This is an optimization exercise on Yosys and OpenROAD, whose aim is small area and a short achievable clock period, not a production implementation. No functional check of the RTL was part of any run shown here. Power and IR drop assume default switching activity.

$ cat flow/constraint.sdc
create_clock -name core_clock -period 7.0 [get_ports {clk}]
set_input_delay 1.4000 -clock core_clock [delete_from_list [all_inputs] [get_ports {clk}]]
set_output_delay 1.4000 -clock core_clock [all_outputs]
set_load 0.01 [all_outputs]
$ cat flow/run.sh
#!/bin/bash
# synth_recipe.tcl (not shown) runs the flow's synth.tcl, then flattens the netlist and writes it again
# the make line also repeats each setting of config.mk as NAME=value (left out here)
make -C /OpenROAD-flow-scripts/flow DESIGN_CONFIG=/design/flow/config.mk WORK_HOME=/design/flow/orfs CLKGATE_MAP_FILE= SYNTH_SCRIPT=/design/flow/synth_recipe.tcl finish
$ cat flow/config.mk
export PLATFORM = sky130hd
export DESIGN_NAME = rob_top
export DESIGN_NICKNAME = rob_top
export VERILOG_FILES = /design/flow/design.v
export SDC_FILE = /design/flow/constraint.sdc
export NUM_CORES = 4
export LEC_CHECK = 0
export CAP_MARGIN = 20
export CORE_MARGIN = 2
export CORE_UTILIZATION = 40
export PLACE_DENSITY = 0.6
export SLEW_MARGIN = 20
$ cat flow/design.v
`timescale 1ns/1ps
`default_nettype none
package rob_cfg_pkg;
    localparam int WAY = 2;
    localparam int ROB_DEPTH    = 16;
    localparam int ROB_ID_WIDTH = 4;
    localparam int ARCH_WIDTH = 5;
    localparam int PRF_WIDTH  = 6;
    localparam int CDB_CHANNELS = 3;
    localparam int FULL_THRESHOLD = 2 * WAY;
    typedef logic [ROB_ID_WIDTH-1:0] rob_id_t;
    typedef logic [ROB_ID_WIDTH:0]   rob_ptr_t;
endpackage
`default_nettype wire
`timescale 1ns/1ps
`default_nettype none
module rob_top (
    input  logic         clk,
    input  logic         rst_n,
    input  logic         alloc_en,
    input  logic [27:0]  alloc_lanes,
    output logic [7:0]   tail_ids,
    input  logic [116:0] cdb,
    output logic [23:0]  commit_lanes,
    output logic         flush,
    output logic [31:0]  redirect_pc,
    output logic         full,
    output logic [1:0]   status
);
    localparam int N    = rob_cfg_pkg::ROB_DEPTH;
    localparam int NP   = N / 2;
    localparam int NCDB = rob_cfg_pkg::CDB_CHANNELS;
    logic [N-1:0]  st_a, st_b;
    logic [10:0]   e_d [N];     
    logic [3:0]  head;
    logic [2:0]  tail3;         
    logic [3:0]  occ;           
    logic        full_r, empty_r;
    logic        c0_r, c1_r, flush_r;
    logic [10:0] l0_r, l1_r;
    logic        mp_v;          
    logic [3:0]  mp_id;         
    logic [31:0] mp_pc;
    assign tail_ids     = {tail3, 1'b1, tail3, 1'b0};
    assign full         = full_r;
    assign status       = {full_r, empty_r};
    assign flush        = flush_r;
    assign redirect_pc  = mp_pc;
    assign commit_lanes = {c1_r, l1_r, c0_r, l0_r};
    logic [NCDB-1:0]       cv, ctk;
    logic [NCDB-1:0][3:0]  cid;
    logic [NCDB-1:0][31:0] cpc;
    logic [1:0]            la, lb, ldai;
    logic [1:0][10:0]      ld;
    always_comb begin
        for (int c = 0; c < NCDB; c++) begin
            cv[c]  = cdb[c*39 + 38];
            cid[c] = cdb[c*39 + 34 +: 4];
            ctk[c] = cdb[c*39 + 32];
            cpc[c] = cdb[c*39 +: 32];
        end
        for (int l = 0; l < 2; l++) begin
            ld[l]   = alloc_lanes[l*14 + 3 +: 11];
            ldai[l] = alloc_lanes[l*14 + 2];
            la[l] = !alloc_lanes[l*14 + 2] && (!alloc_lanes[l*14 + 1] ||  alloc_lanes[l*14 + 0]);
            lb[l] = !alloc_lanes[l*14 + 2] && (!alloc_lanes[l*14 + 1] || !alloc_lanes[l*14 + 0]);
        end
    end
    logic       clr, acc;
    logic [1:0] ccnt;
    logic [3:0] hn, hn1, k;
    assign clr  = !rst_n || flush_r;
    assign acc  = alloc_en && !full_r;
    assign ccnt = {c1_r, c0_r ^ c1_r};
    assign hn   = head + {2'd0, ccnt};    
    assign hn1  = hn + 4'd1;
    assign k    = occ - {2'd0, ccnt};     
    always_ff @(posedge clk) begin
        if (clr) begin
            head    <= '0;
            tail3   <= '0;
            occ     <= '0;
            full_r  <= 1'b0;
            empty_r <= 1'b1;
        end else begin
            head    <= hn;
            tail3   <= tail3 + {2'd0, acc};
            occ     <= k + {2'd0, acc, 1'b0};
            full_r  <= acc ? (k >= 4'd11) : (k >= 4'd13);
            empty_r <= !acc && (k == 4'd0);
        end
    end
    logic [N-1:0] hit;
    always_comb begin
        for (int i = 0; i < N; i++) begin
            hit[i] = 1'b0;
            for (int c = 0; c < NCDB; c++)
                if (cv[c] && (cid[c] == 4'(i))) hit[i] = 1'b1;
        end
    end
    always_ff @(posedge clk) begin
        for (int i = 0; i < N; i++) begin
            if (tail3 == 3'(i / 2)) e_d[i] <= ld[i%2];
            if (hit[i]) begin
                st_a[i] <= 1'b0;
                st_b[i] <= 1'b0;
            end else if (tail3 == 3'(i / 2)) begin
                st_a[i] <= la[i%2];
                st_b[i] <= lb[i%2];
            end
        end
    end
    logic [2:0]  hp, hp1;
    logic [10:0] ds0, ds1;
    logic        sa0, sb0, sa1, sb1;
    logic        hit0, hit1, cmis0, cmis1;
    logic        rdy0, rdy1, live0, live1, mis0, mis1, c0_n, c1_n;
    assign hp  = hn[3:1];
    assign hp1 = hp + 3'd1;
    assign ds0 = hn[0] ? e_d[{hp, 1'b1}]  : e_d[{hp, 1'b0}];
    assign ds1 = hn[0] ? e_d[{hp1, 1'b0}] : e_d[{hp, 1'b1}];
    assign sa0 = hn[0] ? st_a[{hp, 1'b1}]  : st_a[{hp, 1'b0}];
    assign sb0 = hn[0] ? st_b[{hp, 1'b1}]  : st_b[{hp, 1'b0}];
    assign sa1 = hn[0] ? st_a[{hp1, 1'b0}] : st_a[{hp, 1'b1}];
    assign sb1 = hn[0] ? st_b[{hp1, 1'b0}] : st_b[{hp, 1'b1}];
    always_comb begin
        hit0 = 1'b0; hit1 = 1'b0; cmis0 = 1'b0; cmis1 = 1'b0;
        for (int c = 0; c < NCDB; c++) begin
            if (cv[c] && (cid[c] == hn)) begin
                hit0  = 1'b1;
                cmis0 = cmis0 || (ctk[c] ? (!sa0 && sb0) : (sa0 && !sb0));
            end
            if (cv[c] && (cid[c] == hn1)) begin
                hit1  = 1'b1;
                cmis1 = cmis1 || (ctk[c] ? (!sa1 && sb1) : (sa1 && !sb1));
            end
        end
    end
    assign live0 = (k != 4'd0) || acc;
    assign live1 = (k >= 4'd2) || acc;
    assign rdy0  = (k != 4'd0) ? ((!sa0 && !sb0) || hit0) : ldai[0];
    assign rdy1  = (k >= 4'd2) ? ((!sa1 && !sb1) || hit1) : (k == 4'd1) ? ldai[0] : ldai[1];
    assign mis0  = (k != 4'd0) && ((mp_v && (mp_id == hn))  || cmis0);
    assign mis1  = (k >= 4'd2) && ((mp_v && (mp_id == hn1)) || cmis1);
    assign c0_n  = !clr && live0 && rdy0;
    assign c1_n  = c0_n && !mis0 && live1 && rdy1;
    always_ff @(posedge clk) begin
        c0_r    <= c0_n;
        c1_r    <= c1_n;
        flush_r <= c0_n && (mis0 || (live1 && rdy1 && mis1));
        l0_r    <= (k != 4'd0) ? ds0 : ld[0];
        l1_r    <= (k >= 4'd2) ? ds1 : (k == 4'd1) ? ld[0] : ld[1];
    end
    logic [NCDB-1:0] cmis, cwrap, cbeat, csel;
    logic            hwrap;
    assign hwrap = mp_id < head;
    always_comb begin
        for (int c = 0; c < NCDB; c++) begin
            cmis[c]  = cv[c] && (ctk[c] ? !st_a[cid[c]] : !st_b[cid[c]]);
            cwrap[c] = cid[c] < head;
            cbeat[c] = !mp_v || ((cid[c] < mp_id) ^ cwrap[c] ^ hwrap);
        end
        for (int c = 0; c < NCDB; c++) begin
            csel[c] = cmis[c] && cbeat[c];
            for (int d = 0; d < NCDB; d++)
                if (d != c)
                    csel[c] = csel[c] && (!cmis[d] || ((cid[c] < cid[d]) ^ cwrap[c] ^ cwrap[d]));
        end
    end
    always_ff @(posedge clk) begin
        if (clr) mp_v <= 1'b0;
        else     mp_v <= mp_v || (|cmis);
        if (csel[0]) begin
            mp_pc <= cpc[0];
            mp_id <= cid[0];
        end else if (csel[1]) begin
            mp_pc <= cpc[1];
            mp_id <= cid[1];
        end else if (csel[2]) begin
            mp_pc <= cpc[2];
            mp_id <= cid[2];
        end
    end
endmodule
`default_nettype wire
==> results by group, run 1 <==
Run status
  • Status: timing/DRC/antenna clean

Worst setup path
  • Critical Path AT: 5660 ps
  • Reg2Reg Depth: 12
  • Worst-path fanout max: 37
  • Slowest stage cell, crit path: clkdlybuf4s50_1
  • Crit-path cells: clkdlybuf4s50_1 -> buf_4 -> mux4_2 -> nand2_1 -> nand2_1 -> nand2_1 -> a41oi_4 -> o2bb2ai_4 -> a211o_1 -> o221ai_4 -> buf_4
  • Slowest stage delay, CP: 1000 ps
  • Crit. Startpoint: cdb[113]
  • WP data required: 7290 ps
  • CP Class: primary input to register
  • CP endpoint kind: register
  • Startpoint Class: primary input
  • Reg-to-Reg Start: c1_r$_DFF_P_
  • R2R Path End: l1_r[4]$_DFF_P_
  • Setup slack, reg-to-reg: 2490 ps
  • Cell mode on critical path: nand2_1

Drt
  • Number of iterations in the first detailed-routing pass: 6
  • DRC viols: 0
  • ANT nets after route: 0
  • Vias after detailed routing: 12900
  • Number of DRC markers in iteration 0: 1210
  • Via/cell ratio: 6.00
  • DRT Wirelength: 51.2 mm
  • Drt wl/cell: 23.7 µm

STA
  • Fmax: 0.186 GHz
  • Worst Skew: 14.2 ps
  • Endpoints failing setup: 0
  • Max Slew Vio Count: 0
  • Final hold vios: 0
  • Tmin final: 5380 ps
  • Final critical-path setup slack: 1620 ps
  • Slew HR: 29.3%
  • Fin Hold WS: 577 ps
  • Slew @ Worst Pin: 1060 ps
  • Period utilization: 76.8%
  • Setup TNS: 0 ps
  • RSZ-0062 raised after global routing: no

Min path
  • Hold depth: 2
  • Class of the worst hold path: register to register
  • Hold Crit Endpoint: st_a[7]$_SDFFE_PP0N_
  • Hold wc startpoint: st_a[7]$_SDFFE_PP0N_

Yosys
  • Largest family of logic cells by synthesized area: compound AO/OA/AOI/OAI gates
  • Post-Synthesis Cells: 1446
  • Top FF cell, synth: edfxtp_1
  • Synthesized flop and latch total: 283
  • Synthesis warning total: 2
  • Compound-Gate Fraction of Synth Area: 18.1%
  • Post-synth EDFFs: 212
  • Register area share after synthesis: 48.0%
  • Largest area contributor in the netlist: edfxtp_1
  • Mux contribution to synthesized area: 11.7%
  • Async set-reset flop share out of synthesis: 0%
  • Post-Synthesis Net Count: 1641
  • Adder-Cell Fraction of Synth Area: 3.72%
  • Synth cell types: 87
  • Post-synthesis xor/xnor area fraction: 3.30%
  • Syn avg cell area: 11.2 µm²
  • Mapped Area: 16200 µm²
  • Cell with the most instances after synthesis: edfxtp_1
  • Top post-synthesis cells by area: edfxtp_1 (39%), dfxtp_1 (8.8%), mux2i_1 (5.4%)
  • Yosys top cell area share: 39.2%
  • Simple-Gate Fraction of Synth Area: 10.2%
  • Synth top cells by count: edfxtp_1 (212), nand2_1 (126), nor2_1 (113)

Clocking
  • CTS max path bufs: 3
  • Clock transition at path regs: 60 ps
  • Sink Count: 283
  • CTS resizes: 0
  • Post-CTS Hold Fix Bufs: 0
  • Clk root buf: clkbuf_16
  • Clock Latency Late Sink: 590 ps
  • TritonCTS clock tree: built
  • Clock H-tree levels: 1
  • TritonCTS buffer count: 30
  • # Post-CTS Setup Buffers: 0

Floorplan
  • Initial core utilization: 40.6%
  • Row count: 73
  • Die width: 205 µm
  • Core area: 39900 µm²
  • Die height: 205 µm
  • Die ar.: 42200 µm²
  • IO Pins: 216

Global route
  • Vias in the first global route: 12600
  • First-pass GRT wire length: 77.6 mm
  • Total GRT Usage: 24.1%
  • Initial antenna violation count: 0
  • Largest net degree at the start of global routing: 68
  • GR Overflow Total: 0

Place
  • DP Area: 18700 µm²
  • Placed wire-length estimate: 33.0 mm
  • # port buffers: 210
  • Dpl ws: 1030 ps
  • GPL Wtd Cong: 0.900

Power
  • IR Drop Worst-Case VDD: 0.303 mV
  • PwrDens: 453 nW/µm²
  • Pleak: 7.15 nW

Layout
  • Area grow syn2layout: 22.1%
  • # diodes: 0
  • Post-layout util: 49.6%
  • Final Cell Area: 19800 µm²
  • Final net count: 1802
  • Fraction of layout cells with a size suffix above 1: 11.6%

Job
  • Max_cap viols: 0
cell families after synthesis:
family	after synthesis
xor gates and xnor gates	50
adders and majority gates	47
AOI/OAI and AO/OA	405
muxes	141
DFF	283
and+or+nand+nor	362
other	2
buffers and inverters	156
final cells by class:
cell class / count / area [µm²]
fillers: 3561 / 20100
flip-flops and latches: 283 / 7790
multi-input cells: 1007 / 7710
repair buffers: 246 / 2380
clock buffers: 39 / 866
well taps: 525 / 657
clock inverters: 17 / 262
inverters: 39 / 146
per-layer routing:
layer	routed length, µm	up-vias	GRT usage [%]
met2	23100	620	37.6
met3	4740	91	4.72
met1	22000	6339	34.1
li1	-	5892	-
met5	0	-	0.357
met4	1370	0	6.37
cells in the final DEF, fill, tap and decap left out, types with 8 or more instances in the layout:
cell,count
and3_1,10
clkbuf_16,31
o22ai_1,8
a222oi_1,10
nand4_1,8
mux2i_1,87
a2111oi_0,36
xor2_1,13
buf_4,35
nand3_1,36
mux2_2,17
a22oi_1,31
and2_1,8
inv_1,34
nand2b_1,13
nor3_1,12
ha_1,44
a31oi_2,10
a31oi_1,36
a21oi_1,64
o21ai_1,10
nor2_1,113
mux4_2,37
a211oi_1,10
edfxtp_1,212
xnor2_1,27
dfxtp_1,71
o21ai_0,84
nor2b_1,8
o2111ai_1,32
clkdlybuf4s50_1,210
o21a_1,8
nand2_1,125
where the power goes:
part / internal, mW / switching [mW]
logic: 1.82 / 2.78
clock network: 1.09 / 0.679
registers: 2.36 / 0.243
worst max-delay path, delay by kind of cell:
| kind | cells | cell delay [ps] |
|---|---|---|
| multiplexers | 1 | 520 |
| AO/OA/AOI/OAI | 4 | 1810 |
| AND/OR/NAND/NOR | 3 | 260 |
| buffers and inverters | 3 | 1620 |
flip-flops by register name, summed over array words and instances (netlist names), 3 cells and up:
name,flops
e_d,176
mp_pc,32
st_a,16
st_b,16
l0_r,11
l1_r,11
head,4
mp_id,4
occ,4
tail3,3
how the worst max path moves through the flow:
stage / end / cells past startpoint
global route: mp_pc[9]$_DFFE_PP_ / 11
CTS: mp_pc[9]$_DFFE_PP_ / 11
global placement: mp_pc[10]$_DFFE_PP_ / 11
floorplan: l1_r[9]$_DFF_P_ / 20
detailed placement: mp_pc[9]$_DFFE_PP_ / 11
finish: mp_pc[10]$_DFFE_PP_ / 11
through the flow:
stage | power [mW] | cells
2_1_floorplan | 5.63 | 1446
3_3_place_gp | 7.14 | 2100
3_5_place_dp | 7.19 | 2100
4_1_cts | 8.98 | 2156
5_1_grt | 9.52 | 2156
6_report | 8.97 | 2156
==> run 2, diff against run 1 <==
--- a/flow/config.mk
+++ b/flow/config.mk
@@ -10,3 +10,4 @@
 export CORE_UTILIZATION = 40
 export PLACE_DENSITY = 0.6
+export SETUP_SLACK_MARGIN = 4.2
 export SLEW_MARGIN = 20
==> results by group, run 2 <==
STA
  • Tmin final: 3600 ps (-1770 ps)
  • Slew @ Worst Pin: 1060 ps (+1.29 ps)
  • Worst Skew: 28.8 ps (+14.7 ps)
  • Setup TNS: 0 ps (unchanged)
  • Period utilization: 51.5% (-25 points)
  • Fmax: 0.277 GHz (+49%)
  • RSZ-0062 raised after global routing: yes
  • Endpoints failing setup: 0 (unchanged)
  • Final hold vios: 0 (unchanged)
  • Slew HR: 29.5% (+0.18 points)
  • Max Slew Vio Count: 0 (unchanged)

Floorplan
  • Initial core utilization: 40.6% (unchanged)
  • IO Pins: 216 (unchanged)
  • Die ar.: 42200 µm² (unchanged)
  • Die width: 205 µm (unchanged)
  • Row count: 73 (unchanged)
  • Core area: 39900 µm² (unchanged)
  • Die height: 205 µm (unchanged)

Clocking
  • TritonCTS buffer count: 31 (+3.3%)
  • Clk root buf: clkbuf_16
  • Sink Count: 283 (unchanged)
  • TritonCTS clock tree: built
  • Clock transition at path regs: 70 ps (about the same)
  • Clock H-tree levels: 1 (unchanged)
  • CTS max path bufs: 3 (unchanged)
  • Post-CTS Hold Fix Bufs: 0 (unchanged)
  • Clock Latency Late Sink: 610 ps (+20 ps)

Global route
  • Vias in the first global route: 14600 (+16%)
  • First-pass GRT wire length: 93.5 mm (+21%)
  • GR Overflow Total: 0 (unchanged)
  • Largest net degree at the start of global routing: 46 (-32%)
  • Total GRT Usage: 29.9% (+5.8 points)
  • Initial antenna violation count: 0 (unchanged)

Job
  • Max_cap viols: 0 (unchanged)

Min path
  • Hold Crit Endpoint: st_a[13]$_SDFFE_PP0N_
  • Class of the worst hold path: register to register
  • Hold depth: 2 (unchanged)
  • Hold wc startpoint: st_a[13]$_SDFFE_PP0N_

Power
  • PwrDens: 490 nW/µm² (+8.2%)
  • Sw Ratio: 43.2% (+2.0 points)
  • Pleak: 9.12 nW (+28%)
  • Combinational Power Share: 64.7% (+13 points)
  • Pint: 6.81 mW (+29%)
  • NetSw: 5.18 mW (+40%)
  • Reg power frac: 21.6% (-7.4 points)
  • Clock power frac: 13.7% (-6.1 points)
  • IR Drop Worst-Case VDD: 0.372 mV (+23%)

Drt
  • Vias after detailed routing: 15000 (+16%)
  • Number of DRC markers in iteration 0: 1739 (+44%)
  • Drt wl/cell: 28.1 µm (+18%)
  • Number of iterations in the first detailed-routing pass: 8 (+2)
  • DRC viols: 0 (unchanged)
  • DRT Wirelength: 66.3 mm (+30%)
  • ANT nets after route: 0 (unchanged)
  • Via/cell ratio: 6.36 (+5.9%)

Yosys
  • Top FF cell, synth: edfxtp_1
  • Post-Synthesis Cells: 1446 (unchanged)
  • Syn avg cell area: 11.2 µm² (unchanged)
  • Post-synth EDFFs: 212 (unchanged)
  • Mapped Area: 16200 µm² (unchanged)
  • Async set-reset flop share out of synthesis: 0% (unchanged)
  • Synthesis warning total: 2 (unchanged)
  • Top post-synthesis cells by area: edfxtp_1 (39%), dfxtp_1 (8.8%), mux2i_1 (5.4%)
  • Register area share after synthesis: 48.0% (unchanged)
  • Largest area contributor in the netlist: edfxtp_1
  • Yosys top cell area share: 39.2% (unchanged)
  • Synthesized flop and latch total: 283 (unchanged)
  • Synth cell types: 87 (unchanged)
  • Synth top cells by count: edfxtp_1 (212), nand2_1 (126), nor2_1 (113)
  • Cell with the most instances after synthesis: edfxtp_1
  • Post-Synthesis Net Count: 1641 (unchanged)

Worst setup path
  • Startpoint Class: primary input
  • CP endpoint kind: register
  • Crit. Startpoint: cdb[35]
  • R2R Path End: flush_r$_DFF_P_
  • Reg2Reg Depth: 13 (+1)
  • Critical Path AT: 3950 ps (-1710 ps)
  • CP Class: primary input to register
  • Setup slack, reg-to-reg: 3520 ps (+1030 ps)
  • Worst-path fanout max: 5 (-86%)
  • WP data required: 7340 ps (+50 ps)
  • Reg-to-Reg Start: c1_r$_DFF_P_

Place
  • GPL Wtd Cong: 0.873 (-3.1%)
  • Placed wire-length estimate: 33.4 mm (+1.1%)
  • # port buffers: 210 (unchanged)
  • Placed Cells: 2097 (-0.14%)

Layout
  • Final non-filler cell total: 2359 (+9.4%)
  • Largest regs: e_d: 176 flops, mp_pc: 32 flops
  • Most common cell after layout, fill and taps aside: edfxtp_1
  • Largest reg by FF count: e_d
  • Max reg flops: 176 (unchanged)
  • Final net count: 2001 (+11%)
  • Most frequent cells in the layout: edfxtp_1 (212), clkdlybuf4s50_1 (130), nand2_1 (118)
  • Fraction of layout cells with a size suffix above 1: 32.3% (+21 points)
  • Area grow syn2layout: 50.7%

Run status
  • Status: timing/DRC/antenna clean
==> run 2: cell counts after synthesis <==
No cell type changed its count.
==> run 2: worst max path at each step <==
stage,end,cells past startpoint
6_report,mp_pc[1]$_DFFE_PP_,14
5_1_grt,mp_pc[1]$_DFFE_PP_,14
4_1_cts,flush_r$_DFF_P_,14
3_5_place_dp,mp_pc[8]$_DFFE_PP_,10
3_3_place_gp,mp_pc[5]$_DFFE_PP_,13
2_1_floorplan,mp_id[0]$_DFFE_PP_,11
==> run 2: what timing repair did <==
item	in CTS	in global routing
endpoints found under the setup margin	196	100
hold endpoints to repair	0	0
setup buffers	127	33
pin swaps	120	104
gates resized for setup	479	108
gates cloned	39	2
==> run 2: worst max-delay path: stages <==
cell       delay [ps]
buf_4             130
buf_12            140
inv_8              70
ha_4              200
nor2b_1           150
o21a_1            190
o21a_1            220
o21ai_2           230
xnor2_2           170
o2bb2ai_4         110
buf_8             170
buf_16            140
a2111oi_0         520
a31oi_1            80
==> run 2: logic make-up after synthesis <==
family	count (synthesis)	synth area share, %
xor gates and xnor gates	50	3.30
and+or+nand+nor	362	10.2
adders and majority gates	47	3.72
DFF	283	48.0
other	2	0.0463
muxes	141	11.7
AOI/OAI and AO/OA	405	18.1
buffers and inverters	156	4.95
==> run 2: final cells by class <==
class	count	area [µm²]
multi-input combinational	1009	9450
inverter	39	184
clock inverter	16	141
antenna	3	7.51
tap	525	657
sequential	283	7810
fill	2992	15500
clock buffer	42	858
timing repair buffer	442	5340
==> run 2: routing by layer <==
| metal | global-route usage [%] | part of all wire [%] |
|---|---|---|
| met5 | 0 | 0.063 |
| met4 | 11.2 | 4.4 |
| met3 | 7.21 | 11 |
| met2 | 46.6 | 46 |
| met1 | 40.3 | 39 |
==> run 2: per-stage QoR <==
step                util (%)  instance area, µm²  hold WS, ps  worst slack, ps  total power, mW
floorplan                  -               16800          507             3080             5.95
global placement        47.8               19100          544             1570             7.41
detailed placement      47.8               19100          554             1540             7.47
CTS                     59.2               23600          562             3560             11.3
global route            61.2               24400          598             3340             12.4
finish                  61.3               24500          562             3400             12.0
==> run 2: power by group through the flow <==
stage	clock, mW	sequential [mW]	combinational, mW
after global placement	0	2.62	4.79
after detailed placement	0	2.63	4.84
after CTS	1.65	2.58	7.12
final	1.64	2.59	7.75
after global routing	1.72	2.63	8.10
after floorplan	0	2.64	3.31

==> what the ideal ports hide <==
Ports are ideal in the flow. The routed layouts listed here were re-timed in OpenROAD. Step 1: set_driving_cell puts a clkbuf_16 on clk and a buf_2 on each other input, an assumption about the parent block. Step 2 adds t to the input delays and takes it off the output delays; t is the mean of the earliest and latest rising clock arrival at the registers after step 1. Input paths then give back, and output paths get back, about the clock's delay inside the block. Slacks: ideal / step 1 / step 2; pairs: ideal / step 1.
| run | t (ns) | setup WS [ns] | worst setup path at the end | slew at the worst register clock pin (ns) |
|---|---|---|---|---|
| run 1 | 0.621 | 1.622 / 1.640 / 1.019 | input to register | 0.06 / 0.06 |
| run 2 | 0.642 | 3.396 / 3.388 / 2.746 | input to register | 0.07 / 0.07 |
After both steps setup and hold are still met in every run listed. The setup slack of run 2, which loses most, moves by -0.008 ns with the drivers and by -0.650 ns with both steps.
